Source: an optimization exercise on an open RTL-to-GDS flow (aim: small area, a short achievable clock period and few clock cycles per item). Production flows keep margins and buffers that such runs may drop.
In this exercise RTL edits were held to simulation tests only and were not proved equivalent to the original.
Power and IR drop assume default switching activity.

==> flow/design.v <==
package bst_pkg;
    localparam int TOKEN_WIDTH   = 8;
    localparam int PAYLOAD_WIDTH = 32;
    localparam int NODE_COUNT    = 16;
endpackage
`timescale 1ns/1ps
module bst_engine_top (
    input  logic              aclk,
    input  logic              aresetn,
    input  logic              req_valid,
    output logic              req_ready,
    input  logic [47:0]       req,
    output logic              cpl_valid,
    input  logic              cpl_ready,
    output logic [32:0]       cpl
);
    localparam int N  = bst_pkg::NODE_COUNT;
    localparam int TW = bst_pkg::TOKEN_WIDTH;
    localparam int PW = bst_pkg::PAYLOAD_WIDTH;
    logic [TW-1:0] tok [N];
    logic [PW-1:0] pay [N];
    logic [N-1:0]  dead;     
    logic [N-1:0]  used;     
    logic          p_ins;    
    logic          p_dup;    
    logic [N-1:0]  mq0, mq1;     
    logic [1:0]    mq_cnt;
    logic          c_v;
    logic [PW:0]   c_q;
    logic          n_rdy;
    logic          fire, ins_fire, srch_fire, any;
    logic [N-1:0]  wsel, newest, live, match;
    logic          c_free, pop;
    logic [PW-1:0] sel_pay;
    assign req_ready = !n_rdy;
    assign cpl_valid = c_v;
    assign cpl       = c_q;
    assign fire      = req_valid && !n_rdy;
    assign ins_fire  = fire && (req[47:40] == 8'd1);
    assign srch_fire = fire && (req[47:40] == 8'd2);
    always_comb begin
        for (int i = 0; i < N; i++) begin
            wsel[i]   = ((i == 0) ? 1'b1 : used[i-1]) && !used[i];
            newest[i] = used[i] && ((i == N-1) ? 1'b1 : !used[i+1]);
            live[i]   = used[i] && ((p_ins && newest[i]) ? !p_dup : !dead[i]);
        end
    end
    always_comb begin
        for (int i = 0; i < N; i++)
            match[i] = live[i] && (tok[i] == req[39:32]);
    end
    assign any = |match;
    always_ff @(posedge aclk) begin
        for (int i = 0; i < N; i++) begin
            if (wsel[i]) begin
                tok[i] <= req[39:32];
                pay[i] <= req[31:0];
            end
            if (p_ins && newest[i]) dead[i] <= p_dup;
        end
    end
    always_ff @(posedge aclk) begin
        p_dup <= any;
    end
    always_ff @(posedge aclk or negedge aresetn) begin
        if (!aresetn) begin
            used  <= '0;
            p_ins <= 1'b0;
        end else begin
            if (ins_fire) used <= {used[N-2:0], 1'b1};
            p_ins <= ins_fire && !used[N-1];
        end
    end
    assign c_free = !c_v || cpl_ready;
    assign pop    = c_free && (mq_cnt != 2'd0);
    always_ff @(posedge aclk) begin
        if (mq_cnt == 2'd0 || pop) mq0 <= mq_cnt[1] ? mq1 : match;
        if (mq_cnt == 2'd1)        mq1 <= match;
    end
    always_ff @(posedge aclk or negedge aresetn) begin
        if (!aresetn) begin
            mq_cnt <= 2'd0;
            c_v    <= 1'b0;
            n_rdy  <= 1'b0;
        end else begin
            case (mq_cnt)
                2'd0:    mq_cnt <= srch_fire ? 2'd1 : 2'd0;
                2'd1:    mq_cnt <= (srch_fire == pop) ? 2'd1 : (srch_fire ? 2'd2 : 2'd0);
                default: mq_cnt <= pop ? 2'd1 : 2'd2;
            endcase
            n_rdy  <= (mq_cnt[1] && !pop) || (mq_cnt == 2'd1 && srch_fire && !pop);
            c_v    <= pop || (c_v && !cpl_ready);
        end
    end
    always_comb begin
        sel_pay = '0;
        for (int i = 0; i < N; i++)
            sel_pay = sel_pay | (pay[i] & {PW{mq0[i]}});
    end
    always_ff @(posedge aclk) begin
        if (c_free) c_q <= {sel_pay, ~|mq0};
    end
endmodule
export LEC_CHECK = 0
export ABC_CLOCK_PERIOD_IN_PS = 1500
export CAP_MARGIN = 20
export CORE_MARGIN = 2
export CORE_UTILIZATION = 60
export CTS_CLUSTER_DIAMETER = 150
export CTS_CLUSTER_SIZE = 25
export SETUP_SLACK_MARGIN = 2.0
export SLEW_MARGIN = 20
create_clock -name core_clock -period 4.0 [get_ports {aclk}]
standard.sh (not shown) runs the stock make flow with config.mk's settings and CLKGATE_MAP_FILE= SYNTH_SCRIPT=/design/flow/synth_recipe.tcl, a recipe that flattens the netlist after the stock synthesis.
==> flow/flow/run.sh <==
#!/bin/bash
# The standard layout with faster port buffers; after placement each
# register that feeds an output port's buffer is moved next to it.
set -euo pipefail
B="BUFFER_PORTS_ARGS=-buffer_cell sky130_fd_sc_hd__buf_4"
bash standard.sh "$B" place > standard_place.log 2>&1
openroad -no_init -exit flow/move_out_regs.tcl > move_out_regs.log 2>&1
bash standard.sh "$B" finish > standard.log 2>&1
==> flow/flow/move_out_regs.tcl <==
# Move each register that drives an output port's buffer onto that
# buffer's spot, legalise, and save the placement back.
set db_file orfs/results/sky130hd/bst_engine_top/base/3_place.odb
read_db $db_file
set block [ord::get_db_block]
set moved 0
foreach bt [$block getBTerms] {
  if {[$bt getIoType] != "OUTPUT"} continue
  set net [$bt getNet]
  if {$net == "NULL"} continue
  set buf ""
  foreach it [$net getITerms] { if {[$it isOutputSignal]} { set buf [$it getInst] } }
  if {$buf == ""} continue
  set drv ""
  foreach it [$buf getITerms] {
    if {[$it isInputSignal] && [$it getNet] != "NULL"} {
      foreach it2 [[$it getNet] getITerms] { if {[$it2 isOutputSignal]} { set drv [$it2 getInst] } }
    }
  }
  if {$drv == ""} continue
  if {![[$drv getMaster] isSequential]} continue
  set bb [$buf getBBox]
  $drv setLocation [$bb xMin] [$bb yMin]
  $drv setPlacementStatus PLACED
  incr moved
}
puts "moved $moved output registers"
detailed_placement
check_placement -verbose
write_db $db_file
The first run completed with no timing, DRC or antenna violations.
Testbench counts at the start, summed over its fixed seeds: cycles 12,672, items 12,288.
Next try:
==> flow/flow/run.sh (replaced) <==
#!/bin/bash
# The standard layout, with faster port buffers.
set -euo pipefail
bash standard.sh "BUFFER_PORTS_ARGS=-buffer_cell sky130_fd_sc_hd__buf_4" finish > standard.log 2>&1
removed: flow/flow/move_out_regs.tcl
After rerunning: Die area stays the same; synthesized area stays the same; sequential power is about the same; cell area stays flat; count of clock-buffer cells in the layout came out lower by 4; via count decreases by 0.41%; first-iteration DRC count stays flat; final cell count hardly moves; non-clock buffer count climbs by 3; routed wire length fell by 1.1%; hold slack got worse by 0.0064 ns.

-- port drivers added, routing unchanged --
How much do the figures lean on ideal ports? The routed layouts below were timed once more, with nothing changed but the port constraints.
Step 1: set_driving_cell puts a clkbuf_16 on aclk and a buf_2 on each other input, an assumption about the parent block.
Step 2 also shifts input and output timing later by t, the mid clock arrival at the registers, as if the neighbouring blocks saw the same clock.
Slacks: ideal / step 1 / step 2; pairs: ideal / step 1.
run	shift t [ns]	slack for setup (ns)	latest minus earliest clock arrival (ns)
the first run	0.637	1.930 / 1.930 / 1.565	0.036 / 0.035
the second run	0.626	2.000 / 1.942 / 1.587	0.022 / 0.022
After both steps every run listed still meets setup and hold. The setup slack of the second run, which loses most, moves by -0.058 ns with the drivers and by -0.413 ns with both steps.
